From an optimization exercise on the open Yosys and OpenROAD flow, aimed at small area and a short achievable clock period; shortcuts taken in it are not production practice. In this exercise RTL edits were held to simulation tests only and were not proved equivalent to the original. Power figures rest on the tool's default switching activity, not on a simulated workload.

==> flow/design.v <==
module rf_aoi3 (
  input  logic a0, a1, a2, s0, s1, s2,
  output logic y
);
  assign y = ~((a0 & s0) | (a1 & s1) | (a2 & s2));
endmodule
module rf_nand2 (
  input  logic a, s,
  output logic y
);
  assign y = ~(a & s);
endmodule
module rf_nand3 (
  input  logic a, b, c,
  output logic y
);
  assign y = ~(a & b & c);
endmodule
module rf_nand4 (
  input  logic a, b, c, d,
  output logic y
);
  assign y = ~(a & b & c & d);
endmodule
module rf_oai31 (
  input  logic a, b, c, e,
  output logic y
);
  assign y = ~((a | b | c) & e);
endmodule
module rf_hold (
  input  logic q, w, e, en,
  output logic y
);
  assign y = (w & e) | (q & en);
endmodule
module rf_rdbit (
  input  logic [31:0] d,
  input  logic [31:0] s,
  input  logic        nohit,
  input  logic        bn,
  output logic        y
);
  logic [10:0] n;
  for (genvar g = 0; g < 10; g++) begin : g_aoi
    rf_aoi3 u (.a0(d[3*g+1]), .a1(d[3*g+2]), .a2(d[3*g+3]),
               .s0(s[3*g+1]), .s1(s[3*g+2]), .s2(s[3*g+3]), .y(n[g]));
  end
  rf_nand2 u_l (.a(d[31]), .s(s[31]), .y(n[10]));
  logic [2:0] o;
  rf_nand4 u_o0 (.a(n[0]), .b(n[1]), .c(n[2]), .d(n[3]), .y(o[0]));
  rf_nand4 u_o1 (.a(n[4]), .b(n[5]), .c(n[6]), .d(n[7]), .y(o[1]));
  rf_nand3 u_o2 (.a(n[8]), .b(n[9]), .c(n[10]), .y(o[2]));
  logic t;
  rf_oai31 u_t (.a(o[0]), .b(o[1]), .c(o[2]), .e(nohit), .y(t));
  rf_nand2 u_y (.a(t), .s(bn), .y(y));
endmodule
module rf_portsel (
  input  logic [4:0]  a,
  input  logic [4:0]  ex_rd,
  input  logic [4:0]  mem_rd,
  input  logic [4:0]  wa,
  input  logic        exq,
  input  logic        memq,
  input  logic        wbq,
  input  logic        ldq,
  output logic [31:0] dec,
  output logic        sel_ex,
  output logic        sel_mem,
  output logic        sel_wb,
  output logic        nohit,
  output logic        ld_h
);
  logic ex_eq;
  assign ex_eq   = (ex_rd == a);
  assign sel_ex  = exq  && ex_eq;
  assign ld_h    = ldq  && ex_eq;
  assign sel_mem = memq && (mem_rd == a);
  assign sel_wb  = wbq  && (wa == a);
  assign nohit   = !(sel_ex || sel_mem || sel_wb);
  for (genvar i = 0; i < 32; i++) begin : g_dec
    assign dec[i] = (a == 5'(i));
  end
endmodule
module regfile_fwd_sb #(
  parameter  int XLEN  = 32,
  parameter  int NREGS = 32,
  localparam int AW    = $clog2(NREGS)
) (
  input  logic            clk,
  input  logic            rst_n,
  input  logic [AW-1:0]   rs1,
  input  logic [AW-1:0]   rs2,
  input  logic            we,
  input  logic [AW-1:0]   wa,
  input  logic [XLEN-1:0] wd,
  input  logic            ex_fwd,
  input  logic            ex_load,
  input  logic [AW-1:0]   ex_rd,
  input  logic [XLEN-1:0] ex_data,
  input  logic            mem_fwd,
  input  logic [AW-1:0]   mem_rd,
  input  logic [XLEN-1:0] mem_data,
  input  logic            iss_valid,
  input  logic [AW-1:0]   iss_rd,
  output logic [XLEN-1:0] rd1,
  output logic [XLEN-1:0] rd2,
  output logic            stall,
  output logic            ready
);
  logic [AW:0] cnt;
  logic        run_q, run;
  assign run_q = cnt[AW];
  assign run   = run_q && rst_n;
  always_ff @(posedge clk) begin
    if (!rst_n)      cnt <= '0;
    else if (!run_q) cnt <= cnt + 1'b1;
  end
  logic [NREGS-1:1][XLEN-1:0] regfile;
  logic [XLEN-1:0]            wdat;
  assign wdat = run_q ? wd : '0;
  for (genvar i = 1; i < NREGS; i++) begin : g_reg
    logic            wr, e, en;
    logic [XLEN-1:0] nxt;
    assign wr = we && (wa == AW'(i));
    assign e  = !run_q || wr;
    assign en = run_q && !wr;
    for (genvar b = 0; b < XLEN; b++) begin : g_b
      rf_hold u (.q(regfile[i][b]), .w(wdat[b]), .e(e), .en(en), .y(nxt[b]));
    end
    always_ff @(posedge clk) regfile[i] <= nxt;
  end
  logic [NREGS-1:0] pending;
  always_ff @(posedge clk) begin
    if (!run) begin
      pending <= '0;
    end else begin
      for (int i = 1; i < NREGS; i++) begin
        if (iss_valid && iss_rd == AW'(i))  pending[i] <= 1'b1;
        else if (we && wa == AW'(i))        pending[i] <= 1'b0;
      end
      pending[0] <= 1'b0;
    end
  end
  logic ex_ok, ld_ok, mem_ok, wb_ok, memq, wbq;
  assign ex_ok  = ex_fwd  && (ex_rd  != '0);
  assign ld_ok  = ex_load && (ex_rd  != '0);
  assign mem_ok = mem_fwd && (mem_rd != '0);
  assign wb_ok  = we      && (wa     != '0);
  assign memq   = mem_ok && !(ex_ok && (ex_rd == mem_rd));
  assign wbq    = wb_ok  && !(ex_ok && (ex_rd == wa)) && !(mem_ok && (mem_rd == wa));
  logic [1:0][AW-1:0]   rs;
  logic [1:0][XLEN-1:0] rd_p;
  logic [1:0]           hold_p;
  assign rs = {rs2, rs1};
  for (genvar p = 0; p < 2; p++) begin : g_port
    logic [31:0] dec;
    logic        sel_ex, sel_mem, sel_wb, nohit, ld_h;
    rf_portsel u_sel (
      .a(rs[p]), .ex_rd(ex_rd), .mem_rd(mem_rd), .wa(wa),
      .exq(ex_ok), .memq(memq), .wbq(wbq), .ldq(ld_ok),
      .dec(dec), .sel_ex(sel_ex), .sel_mem(sel_mem), .sel_wb(sel_wb),
      .nohit(nohit), .ld_h(ld_h)
    );
    for (genvar b = 0; b < XLEN; b++) begin : g_bit
      logic [31:0] d;
      logic        bn;
      assign d[0] = 1'b0;
      for (genvar i = 1; i < NREGS; i++) begin : g_d
        assign d[i] = regfile[i][b];
      end
      rf_aoi3 u_byp (.a0(ex_data[b]), .a1(mem_data[b]), .a2(wd[b]),
                     .s0(sel_ex), .s1(sel_mem), .s2(sel_wb), .y(bn));
      rf_rdbit u_bit (.d(d), .s(dec), .nohit(nohit), .bn(bn), .y(rd_p[p][b]));
    end
    rf_rdbit u_pend (.d(pending), .s(dec), .nohit(nohit), .bn(!ld_h), .y(hold_p[p]));
  end
  assign rd1   = rd_p[0];
  assign rd2   = rd_p[1];
  assign stall = !run || (|hold_p);
  assign ready = run;
endmodule
==> flow/flow/run.sh <==
#!/bin/bash
# Own layout flow: the standard ORFS flow, with buf_2 port buffers
# and a clock tree of clkbuf_8 leaves driving up to 16 flip-flops each,
# without dummy loads.
set -euo pipefail
cp standard.sh standard.sh.log
bash standard.sh \
  "BUFFER_PORTS_ARGS=-buffer_cell sky130_fd_sc_hd__buf_2" \
  "CTS_ARGS=-sink_clustering_enable -repair_clock_nets -dont_use_dummy_load -sink_clustering_size 16 -sink_clustering_max_diameter 60 -buf_list {sky130_fd_sc_hd__clkbuf_8}" \
  finish > make.log 2>&1
==> flow/standard.sh <==
#!/bin/bash
# synth_recipe.tcl (not shown) runs the flow's synth.tcl, then flattens the netlist and writes it again
# the make line also repeats each setting of config.mk as NAME=value (left out here)
make -C /OpenROAD-flow-scripts/flow DESIGN_CONFIG=/design/flow/config.mk WORK_HOME=/design/flow/orfs CLKGATE_MAP_FILE= SYNTH_SCRIPT=/design/flow/synth_recipe.tcl "${@:-finish}"
==> flow/config.mk <==
export PLATFORM = sky130hd
export DESIGN_NAME = regfile_fwd_sb
export DESIGN_NICKNAME = regfile_fwd_sb
export VERILOG_FILES = /design/flow/design.v
export SDC_FILE = /design/flow/constraint.sdc
export NUM_CORES = 4
export LEC_CHECK = 0
export CAP_MARGIN = 20
export CORE_MARGIN = 2
export CORE_UTILIZATION = 45
export SETUP_SLACK_MARGIN = 1.5
export SLEW_MARGIN = 20
export SYNTH_HIERARCHICAL = 1
export SYNTH_MINIMUM_KEEP_SIZE = 0
==> flow/constraint.sdc <==
create_clock -name core_clock -period 7.0 [get_ports {clk}]
set_input_delay 1.4000 -clock core_clock [delete_from_list [all_inputs] [get_ports {clk}]]
set_output_delay 1.4000 -clock core_clock [all_outputs]
set_load 0.01 [all_outputs]
==> summary.md, run 1 <==
| Metric | Value |
|---|---|
| Status | `timing/DRC/antenna clean` |
| Post-synthesis cell area | `0.04150 mm2` |
| Delay-heaviest family, CP | `simple AND/OR/NAND/NOR gates` |
| Crit path time final | `5669 ps` |
| Worst EP required | `5600 ps` |
| Area grow syn2layout | `15.43%` |
| Syn Nets | `3,722` |
| Final std cells w/o fill | `5,275` |
| Core area | `0.09152 mm2` |
| Clock Skews | `79.67 ps` |
| Top Ports | `199` |
| Post-Layout Inst Area | `0.04791 mm2` |
| Layout net count | `4,222` |
| CTS tree | `yes` |
| Initial DRC count | `11,766` |
| CP max stage cell | `a222oi_1` |
| Crit path cell chain | `buf_2, or3b_4, nor2_4, buf_4, a222oi_1, nand4_1, o31ai_2, nand2_1, buf_2` |
| Antenna viol nets, final | `0` |
| Post-DP HPWL | `120,400 um` |
| Max FO, Critical Path | `13` |
| Type of origin of the critical path | `input port` |
| Setup violators final | `0` |
| Clock Sinks | `1,029` |
| Post-route setup TNS | `0 ps` |
| Final hold violation count | `0` |
| DRC Markers | `0` |
| Clock slew seen by the registers of the worst setup and hold paths | `80 ps` |
| Final Cycle Share | `80.99%` |
| Slew margin rel. | `13.94%` |
| Routed wire length | `214,800 um` |
| Grt ovf | `0` |
| Port Buf Inserts | `198` |
| Clk root buf | `clkbuf_8` |
| Crit path top cell by count | `buf_2` |
| CP bufs+invs | `3` |
| Vert. Die Dim | `307.7 um` |
| Worst slew pin tran | `1289 ps` |
| Max Buffers Root-to-Sink | `3` |
| Vias per cell | `8.272` |
| Hold Crit Class | `flip-flop to flip-flop` |
| Hold Path Depth | `1` |
| Dpl cells | `5,084` |
| Worst VDD drop | `0.1414 mV` |
| Starting density of the core | `45.35%` |
| F_max | `176.4 MHz` |
| Max_cap viols | `0` |
| Via Count | `43,634` |
| Leakage | `17.52 nW` |
| H-Tree Depth | `3` |
| R2R cell count | `6` |
| WP data arrival | `4270 ps` |
| CP Depth | `9` |
| Pin count of the biggest net entering global routing | `57` |
| Vias in the first global route | `39,778` |
| Layout cells sized above 1 | `17.25%` |
| Routability congestion estimate from global placement | `0.9458` |
| Gr usage total | `42.74%` |
| Cell Pwr Density | `196.2 mW/mm2` |
| Critical path type | `input port to output pin` |
| Clock latency (worst-skew pair) | `800 ps` |
| Max stage delay on crit path | `510 ps` |
| Pre-antenna DRT Iters | `13` |
| RSZ-0062 raised after global routing | `true` |
| Max-slew violation count | `0` |
| Area after DPL | `0.04550 mm2` |
| WL/cell | `40.72 um` |
| Syn Inst Count | `3,588` |
| Ys Warns | `7` |
| Mapped Avg Cell Area | `11.57 um2` |
| CTS buffer count | `87` |
| Die X | `307.7 um` |
| Min Hold Slack | `502.3 ps` |
| First-pass GRT wire length | `295,400 um` |
| CP endpoint kind | `output pin` |
| Die Area | `0.09468 mm2` |
| Initial antenna violation count | `1` |
| Row cnt | `111` |
-- state kept, by name, summed over array words and instances (netlist names) --
register,cells
cnt,6
pending,31
regfile,992
-- cells in the final DEF, fill, tap and decap left out, types with 15 or more instances in the layout --
| master | n |
|---|---|
| clkbuf_8 | 87 |
| a222oi_1 | 724 |
| a22o_1 | 992 |
| nor2_4 | 81 |
| o31ai_2 | 54 |
| nor2_1 | 40 |
| nand3_1 | 81 |
| xor2_1 | 28 |
| buf_2 | 195 |
| xnor2_1 | 20 |
| dfxtp_1 | 1028 |
| buf_4 | 189 |
| and2_1 | 35 |
| inv_1 | 32 |
| a22oi_1 | 28 |
| nand4_1 | 133 |
| nand2_1 | 189 |
| nor2_2 | 15 |
-- worst paths after layout --
| check | from | endpoint | slack [ps] |
|---|---|---|---|
| worst max-delay path | rs1[2] | rd1[16] | 1330 |
| worst min-delay path | regfile[787] | regfile[787] | 500 |
| worst max register to register | cnt[5] | regfile[500] | 3630 |
| worst min register to register | regfile[787] | regfile[787] | 500 |
-- layout make-up --
type | count | area, um2
antenna | 3 | 7.507
clock buffer | 87 | 1197
fill | 8024 | 43620
inverter | 35 | 131.4
multi-input combinational | 2523 | 21630
sequential | 1029 | 20600
tap | 1186 | 1484
timing repair buffer | 412 | 2858
-- stage by stage --
step / utilization, % / total power, mW / setup WS [ps]
after floorplan: - / 6.127 / 1530
after global placement: 49.64 / 6.302 / 1241
after detailed placement: 49.72 / 6.306 / 1212
after CTS: 51.43 / 9.319 / 1454
after global routing: 52.34 / 9.587 / 1428
final: 52.35 / 9.398 / 1331
-- repair_timing --
item	CTS	global route
pin swaps	33	43
buffers inserted	11	51
resized for setup	29	34
setup endpoints to repair	65	64
hold buffers	0	0
gates cloned	27	8
-- metal layers --
metal,global-route usage (%),vias to the layer above,wire [um]
met5,1.034,-,195
met4,26.19,4,16300
met3,18.16,1029,35230
met2,60.49,4206,86540
met1,53.39,21066,76530
li1,-,17329,-
-- where the power goes --
part	total [mW]	internal (mW)	switching, mW
Sequential	5.85	5.85	0.00121
Clock	3.12	1.11	2.01
Combinational	0.423	0.121	0.302
==> run 2: changes to the inputs <==
--- a/flow/design.v
+++ b/flow/design.v
@@ -28,10 +28,4 @@
 );
   assign y = ~((a | b | c) & e);
-endmodule
-module rf_hold (
-  input  logic q, w, e, en,
-  output logic y
-);
-  assign y = (w & e) | (q & en);
 endmodule
 module rf_rdbit (
@@ -121,13 +115,7 @@
   assign wdat = run_q ? wd : '0;
   for (genvar i = 1; i < NREGS; i++) begin : g_reg
-    logic            wr, e, en;
-    logic [XLEN-1:0] nxt;
-    assign wr = we && (wa == AW'(i));
-    assign e  = !run_q || wr;
-    assign en = run_q && !wr;
-    for (genvar b = 0; b < XLEN; b++) begin : g_b
-      rf_hold u (.q(regfile[i][b]), .w(wdat[b]), .e(e), .en(en), .y(nxt[b]));
+    always_ff @(posedge clk) begin
+      if (!run_q || (we && wa == AW'(i))) regfile[i] <= wdat;
     end
-    always_ff @(posedge clk) regfile[i] <= nxt;
   end
   logic [NREGS-1:0] pending;
==> run 2 against run 1 <==
Still clean on timing, DRC and antenna. Count of clock-buffer cells in the layout up 1. Combinational power down 2%. Critical path depth up 1. Clock power down 3%. First-iteration DRC count down 19%. Fmax up 0.83%. Utilization down 0.59 points. Non-clock buffer count down 53. Global-route usage down 7.7 points. Setup slack better by 47 ps. Cell count down 20%. Die area up 2.6%. Highest routed layer unchanged.
==> summary.md, run 2 <==
| Metric | Value |
|---|---|
| Max FO, Critical Path | `17 (+4)` |
| Clock Sinks | `1,029 (unchanged)` |
| CTS tree | `yes` |
| Worst VDD drop | `0.1313 mV (-7.2%)` |
| Dpl cells | `4,089 (-20%)` |
| Gr usage total | `35.04% (-7.7 points)` |
| Critical path type | `input port to output pin` |
| Starting density of the core | `45.51% (+0.16 points)` |
| Min Hold Slack | `540.0 ps (+37.72 ps)` |
| Cell Pwr Density | `208.2 mW/mm2 (+6.1%)` |
| Worst r2r dst | `regfile[198]` |
| # hold bufs at CTS | `0 (unchanged)` |
| Max-slew violation count | `0 (unchanged)` |
| Status | `timing/DRC/antenna clean` |
| Ys Warns | `7 (unchanged)` |
| Post-synthesis cell area | `0.04260 mm2 (+2.6%)` |
| Core area | `0.09361 mm2 (+2.3%)` |
| DRC Markers | `0 (unchanged)` |
| Setup violators final | `0 (unchanged)` |
| Type of origin of the critical path | `input port` |
| Final hold violation count | `0 (unchanged)` |
| R2R setup slack | `4370 ps (+740 ps)` |
| Die Area | `0.09715 mm2 (+2.6%)` |
| Layout net count | `3,119 (-26%)` |
| R2R cell count | `2 (-4)` |
| Syn Inst Count | `2,560 (-29%)` |
| Biggest registers after layout | `regfile (992), pending (31), cnt (6)` |
| Slew margin rel. | `8.901% (-5.0 points)` |
| Hold Path Depth | `2 (+1)` |
| Worst slew pin tran | `1365 ps (+75.53 ps)` |
| Mapped Avg Cell Area | `16.64 um2 (+44%)` |
| Layout cells sized above 1 | `22.46% (+5.2 points)` |
| Port Buf Inserts | `198 (unchanged)` |
| Max stage delay on crit path | `720 ps (+210 ps)` |
| Leakage | `17.96 nW (+2.5%)` |
| Die X | `311.7 um (+1.3%)` |
| Antenna viol nets, final | `0 (unchanged)` |
| CP endpoint kind | `output pin` |
| WL/cell | `42.86 um (+5.3%)` |
| Worst EP required | `5600 ps (about the same)` |
| Commonest non-fill, non-tap cell in the layout | `edfxtp_1` |
| Pin count of the biggest net entering global routing | `71 (+25%)` |
| Most frequent cells in the layout | `edfxtp_1 (992), a222oi_1 (724), buf_2 (195)` |
| Area grow syn2layout | `13.71%` |
| Critical path launch point | `rs2[0]` |
| Pre-antenna DRT Iters | `17 (+4)` |
| Number of flip-flops in the largest register | `992 (unchanged)` |
| Post-DP HPWL | `105,700 um (-12%)` |
| RSZ-0062 raised after global routing | `true` |
| CP max stage cell | `nor2_4` |
| Hold Crit Class | `flip-flop to flip-flop` |
| Clk root buf | `clkbuf_8` |
| Max_cap viols | `0 (unchanged)` |
| CTS buffer count | `88 (+1.1%)` |
| Vert. Die Dim | `311.7 um (+1.3%)` |
| Initial DRC count | `9,518 (-19%)` |
| Initial antenna violation count | `8 (+7)` |
| Hold_sp | `cnt[3]` |
| First-pass GRT wire length | `241,900 um (-18%)` |
| Routability congestion estimate from global placement | `0.9540 (+0.87%)` |
| Max Buffers Root-to-Sink | `3 (unchanged)` |
| Final Cycle Share | `80.32% (-0.67 points)` |
| WP data arrival | `4220 ps (-50 ps)` |
| Clock latency (worst-skew pair) | `730 ps (-70 ps)` |
| F_max | `177.9 MHz (+0.83%)` |
| H-Tree Depth | `3 (unchanged)` |
| Via Count | `34,230 (-22%)` |
| Vias in the first global route | `32,551 (-18%)` |
| Top reg by flops | `regfile` |
| Routed wire length | `181,800 um (-15%)` |
| Reg2reg start | `cnt[5]` |
| Row cnt | `112 (+0.90%)` |
| Grt ovf | `0 (unchanged)` |
| Crit path cell chain | `buf_2, or2_4, buf_4, nor2_4, buf_4, a222oi_1, nand4_1, o31ai_2, nand2_1, buf_2` |
| Crit path time final | `5623 ps (-46.62 ps)` |
| Clock slew seen by the registers of the worst setup and hold paths | `90 ps (about the same)` |
| Final std cells w/o fill | `4,241 (-20%)` |
| Hold endpoint | `cnt[3]` |
| Clock Skews | `85.25 ps (+5.577 ps)` |
| Vias per cell | `8.071 (-2.4%)` |
| Post-route setup TNS | `0 ps (unchanged)` |
| Syn Nets | `2,694 (-28%)` |
| Top Ports | `199 (unchanged)` |
[run 2: worst max-delay path by stage]
stage	end	cells past startpoint
global placement	rd2[31]	9
detailed placement	rd2[8]	9
finish	rd2[28]	10
global route	rd1[7]	9
CTS	rd2[8]	9
floorplan	stall	8
[run 2: power by group]
| group | switching (mW) | internal, mW |
|---|---|---|
| clock network | 1.92 | 1.12 |
| registers | 0.00136 | 6.64 |
| logic | 0.298 | 0.114 |
[run 2: routing by layer]
metal,global-route usage (%),part of all wire [%],vias up
met5,0,0.13,-
met4,16.20,5.5,6
met3,12.10,18,640
met2,51.78,43,3616
met1,46.61,34,16921
li1,-,-,13047
[run 2: cell type report]
class                           instances  area (um2)
Tap cell                             1254        1569
Timing Repair Buffer                  359        2464
Multi-Input combinational cell       1503       12650
Clock buffer                           88        1211
Antenna cell                            4       10.01
Fill cell                            7721       45160
Inverter                                4       15.01
Sequential cell                      1029       30530
[run 2: per-stage QoR]
| step | utilization (%) | total power, mW | instance area, um2 | setup slack [ps] |
|---|---|---|---|---|
| finish | 51.75 | 10.09 | 48450 | 1377 |
| global route | 51.75 | 10.29 | 48440 | 1438 |
| CTS | 51.12 | 10.03 | 47850 | 1447 |
| detailed placement | 49.68 | 7.119 | 46510 | 1033 |
| global placement | 49.47 | 7.110 | 46310 | 1095 |
| floorplan | - | 6.914 | 42630 | 1530 |
[run 2: what timing repair did]
item | in CTS | in global routing
resized for setup | 20 | 19
setup buffers | 7 | 39
setup endpoints to repair | 62 | 63
gates cloned | 1 | 10
pin swaps | 13 | 23
[run 2: worst max-delay path: cells and delay by family]
kind            cells  cell delay (ps)
simple gates        4             1550
buf+inv             4              960
compound gates      2              290
==> run 3: changes to the inputs <==
--- a/flow/design.v
+++ b/flow/design.v
@@ -17,15 +17,15 @@
   assign y = ~(a & b & c);
 endmodule
-module rf_nand4 (
-  input  logic a, b, c, d,
+module rf_oai41 (
+  input  logic a, b, c, d, e,
   output logic y
 );
-  assign y = ~(a & b & c & d);
+  assign y = ~((a | b | c | d) & e);
 endmodule
-module rf_oai31 (
-  input  logic a, b, c, e,
+module rf_hold (
+  input  logic q, w, e, en,
   output logic y
 );
-  assign y = ~((a | b | c) & e);
+  assign y = (w & e) | (q & en);
 endmodule
 module rf_rdbit (
@@ -42,10 +42,11 @@
   end
   rf_nand2 u_l (.a(d[31]), .s(s[31]), .y(n[10]));
-  logic [2:0] o;
-  rf_nand4 u_o0 (.a(n[0]), .b(n[1]), .c(n[2]), .d(n[3]), .y(o[0]));
-  rf_nand4 u_o1 (.a(n[4]), .b(n[5]), .c(n[6]), .d(n[7]), .y(o[1]));
-  rf_nand3 u_o2 (.a(n[8]), .b(n[9]), .c(n[10]), .y(o[2]));
+  logic [3:0] o;
+  rf_nand3 u_o0 (.a(n[0]), .b(n[1]), .c(n[2]), .y(o[0]));
+  rf_nand3 u_o1 (.a(n[3]), .b(n[4]), .c(n[5]), .y(o[1]));
+  rf_nand3 u_o2 (.a(n[6]), .b(n[7]), .c(n[8]), .y(o[2]));
+  rf_nand2 u_o3 (.a(n[9]), .s(n[10]), .y(o[3]));
   logic t;
-  rf_oai31 u_t (.a(o[0]), .b(o[1]), .c(o[2]), .e(nohit), .y(t));
+  rf_oai41 u_t (.a(o[0]), .b(o[1]), .c(o[2]), .d(o[3]), .e(nohit), .y(t));
   rf_nand2 u_y (.a(t), .s(bn), .y(y));
 endmodule
@@ -115,7 +116,13 @@
   assign wdat = run_q ? wd : '0;
   for (genvar i = 1; i < NREGS; i++) begin : g_reg
-    always_ff @(posedge clk) begin
-      if (!run_q || (we && wa == AW'(i))) regfile[i] <= wdat;
+    logic            wr, e, en;
+    logic [XLEN-1:0] nxt;
+    assign wr = we && (wa == AW'(i));
+    assign e  = !run_q || wr;
+    assign en = run_q && !wr;
+    for (genvar b = 0; b < XLEN; b++) begin : g_b
+      rf_hold u (.q(regfile[i][b]), .w(wdat[b]), .e(e), .en(en), .y(nxt[b]));
     end
+    always_ff @(posedge clk) regfile[i] <= nxt;
   end
   logic [NREGS-1:0] pending;
--- a/flow/config.mk
+++ b/flow/config.mk
@@ -9,5 +9,5 @@
 export CORE_MARGIN = 2
 export CORE_UTILIZATION = 45
-export SETUP_SLACK_MARGIN = 1.5
+export SETUP_SLACK_MARGIN = 2.5
 export SLEW_MARGIN = 20
 export SYNTH_HIERARCHICAL = 1
==> run 3 against run 2 <==
Fmax rose by 2.0%. Sequential power shrank 12%. Cell count rose by 33%. Still clean. Via count rose by 36%. Combinational power grew 62%. Utilization rose by 5.4 points. Critical path depth up 1. Largest cell class is now multi-input gates. Setup slack gained 110 ps. Total power is 4.0% lower.
==> summary.md, run 3 <==
| Metric | Value |
|---|---|
| F_max | `181.4 MHz (+2.0%)` |
| First-pass GRT wire length | `323,300 um (+34%)` |
| Worst VDD drop | `0.1191 mV (-9.2%)` |
| Critical path launch point | `mem_rd[1]` |
| CTS buffer count | `88 (unchanged)` |
| Final Cycle Share | `78.76% (-1.6 points)` |
| RSZ-0062 raised after global routing | `true` |
| Routability congestion estimate from global placement | `0.9484 (-0.59%)` |
| Syn Inst Count | `3,654 (+43%)` |
| Type of origin of the critical path | `input port` |
| Leakage | `20.24 nW (+13%)` |
| Top reg by flops | `regfile` |
| Initial antenna violation count | `9 (+1)` |
| Biggest registers after layout | `regfile (992), pending (31), cnt (6)` |
| Ys Warns | `7 (unchanged)` |
| Core area | `0.09194 mm2 (-1.8%)` |
| Post-synthesis cell area | `0.04184 mm2 (-1.8%)` |
| Via Count | `46,485 (+36%)` |
| Die Area | `0.09542 mm2 (-1.8%)` |
| CTS tree | `yes` |
| Reg2reg start | `cnt[5]` |
| Finished Core Util | `57.19% (+5.4 points)` |
| Die X | `308.9 um (-0.90%)` |
| Row cnt | `111 (-0.89%)` |
| Grt ovf | `0 (unchanged)` |
| Gr usage total | `47.06% (+12 points)` |
| Clock Skews | `59.67 ps (-25.58 ps)` |
| Hold Crit Class | `flip-flop to flip-flop` |
| R2R cell count | `4 (+2)` |
| Final hold violation count | `0 (unchanged)` |
| Fillers | `7,701 (-0.26%)` |
| Layout cells sized above 1 | `23.44% (+0.98 points)` |
| Critical path type | `input port to output pin` |
| Cell Pwr Density | `184.2 mW/mm2 (-12%)` |
| Worst r2r dst | `regfile[465]` |
| Max_cap viols | `0 (unchanged)` |
| Port Buf Inserts | `198 (unchanged)` |
| Starting density of the core | `45.50% (about the same)` |
| Setup violators final | `0 (unchanged)` |
| Status | `timing/DRC/antenna clean` |
| Vias per cell | `8.254 (+2.3%)` |
| Top Ports | `199 (unchanged)` |
| R2R setup slack | `4060 ps (-310 ps)` |
| Vert. Die Dim | `308.9 um (-0.90%)` |
| Pin count of the biggest net entering global routing | `45 (-37%)` |
| Dpl cells | `5,184 (+27%)` |
| Area grow syn2layout | `25.69%` |
| Clock slew seen by the registers of the worst setup and hold paths | `90 ps (about the same)` |
| # hold bufs at CTS | `0 (unchanged)` |
| CP Capture Point | `rd1[16]` |
| Antenna viol nets, final | `0 (unchanged)` |
| Total power | `9.685 mW (-4.0%)` |
| Clk root buf | `clkbuf_8` |
| Slew margin rel. | `25.22% (+16 points)` |
| Vias in the first global route | `41,758 (+28%)` |
| Number of flip-flops in the largest register | `992 (unchanged)` |
| Max Buffers Root-to-Sink | `3 (unchanged)` |
| CP endpoint kind | `output pin` |
| Layout net count | `4,518 (+45%)` |
| Worst EP required | `5600 ps (about the same)` |
| Crit path time final | `5514 ps (-109.0 ps)` |
| Final std cells w/o fill | `5,632 (+33%)` |
| Pre-antenna DRT Iters | `15 (-2)` |
| Post-DP HPWL | `119,600 um (+13%)` |
| Most frequent cells in the layout | `dfxtp_1 (1,028), a22o_1 (992), a222oi_1 (724)` |
| WP data arrival | `4110 ps (-110 ps)` |
| H-Tree Depth | `3 (unchanged)` |
| Clock latency (worst-skew pair) | `810 ps (+80 ps)` |
| WL/cell | `41.77 um (-2.5%)` |
| Clock Sinks | `1,029 (unchanged)` |
| Post-route setup TNS | `0 ps (unchanged)` |
| Syn Nets | `3,788 (+41%)` |
| Mapped Avg Cell Area | `11.45 um2 (-31%)` |
| Commonest non-fill, non-tap cell in the layout | `dfxtp_1` |
| DRC Markers | `0 (unchanged)` |
| Initial DRC count | `11,419 (+20%)` |
| Worst slew pin tran | `1120 ps (-244.6 ps)` |
| Max-slew violation count | `0 (unchanged)` |
| Routed wire length | `235,300 um (+29%)` |
| Max FO, Critical Path | `5 (-12)` |
run 3: how the worst min path moves through the flow:
stage / start / endpoint / slack, ps / cells past startpoint
after detailed placement: regfile[972] / regfile[972] / 480 / 1
final: regfile[891] / regfile[891] / 510 / 1
after floorplan: regfile[0] / regfile[0] / 460 / 1
after global routing: regfile[253] / regfile[253] / 520 / 1
after global placement: regfile[198] / regfile[198] / 480 / 1
after CTS: regfile[21] / regfile[21] / 500 / 1
run 3: cell type report:
cell class                      instances  area [um2]  area share, %
Antenna cell                            7       17.52        0.03331
Clock buffer                           88        1211          2.303
Inverter                               35       133.9         0.2546
Multi-Input combinational cell       2631       23530          44.75
Sequential cell                      1029       20600          39.18
Tap cell                             1243        1555          2.958
Timing Repair Buffer                  599        5532          10.52
run 3: critical path, stage by stage:
cell and delay (ps):
buf_6 110, or4_4 150, o21ai_4 80, nor4_4 400, nor3_4 90, buf_6 130, and3_4 210, buf_12 170
a222oi_1 770, nand2_1 340, buf_2 250
run 3: through the flow:
step	instance area [um2]	hold WS, ps	worst slack [ps]
detailed placement	45710	477.5	1118
global route	52580	518.5	1546
finish	52580	506.9	1486
floorplan	41880	463.6	1600
global placement	45710	476.7	1184
CTS	51300	501.1	1692
run 3: report_power, final:
part           switching [mW]  total [mW]  internal, mW  leakage, nW
Clock                    2.04        3.16          1.12        0.633
Sequential            0.00126        5.85          5.85         8.28
Combinational           0.424       0.669         0.245         11.3
run 3: routing by layer:
metal  GRT usage (%)  share of wire (%)  up-vias  wire (um)
li1                -                  -    17977          -
met1           57.03                 34    22354      80150
met2           65.24                 39     4840      91580
met3           22.79                 17     1304      40280
met4           32.28                9.7       10      22830
met5               0               0.18        -        413
run 3: repair_timing:
| item | 4_1_cts | 5_1_grt |
|---|---|---|
| pin swaps | 205 | 130 |
| resized for setup | 341 | 85 |
| setup buffers | 177 | 91 |
| cloned | 80 | 3 |
| setup endpoints to repair | 65 | 65 |

-- separate check: timing with driven ports --
How much do the figures lean on ideal ports? The routed layouts below were timed once more, with nothing changed but the port constraints.
Step 1 assumes that a clkbuf_16 drives the clock port and a buf_2 every other input.
Step 2, shift: input delay + t, output delay - t, t = (earliest + latest rising clock arrival at the registers) / 2. This alone moves slack from input paths to output paths.
Three values: ideal ports, drivers, drivers and shift; two values: the first two.
run | t (ns) | slack for setup (ns) | worst hold slack (ns) | worst data-port slew with drivers (ns) | cell pins on the clock port's net
run 1 | 0.812 | 1.331 / 1.309 / 1.309 | 0.502 / 0.502 / 0.502 | 0.04 | 1
run 2 | 0.768 | 1.377 / 1.355 / 1.355 | 0.540 / 0.540 / 0.540 | 0.06 | 1
run 3 | 0.844 | 1.486 / 1.426 / 1.426 | 0.507 / 0.507 / 0.507 | 0.13 | 1
After both steps setup and hold are still met in every run listed. The setup slack of run 3, which loses most, moves by -0.060 ns with the drivers and by -0.060 ns with both steps.
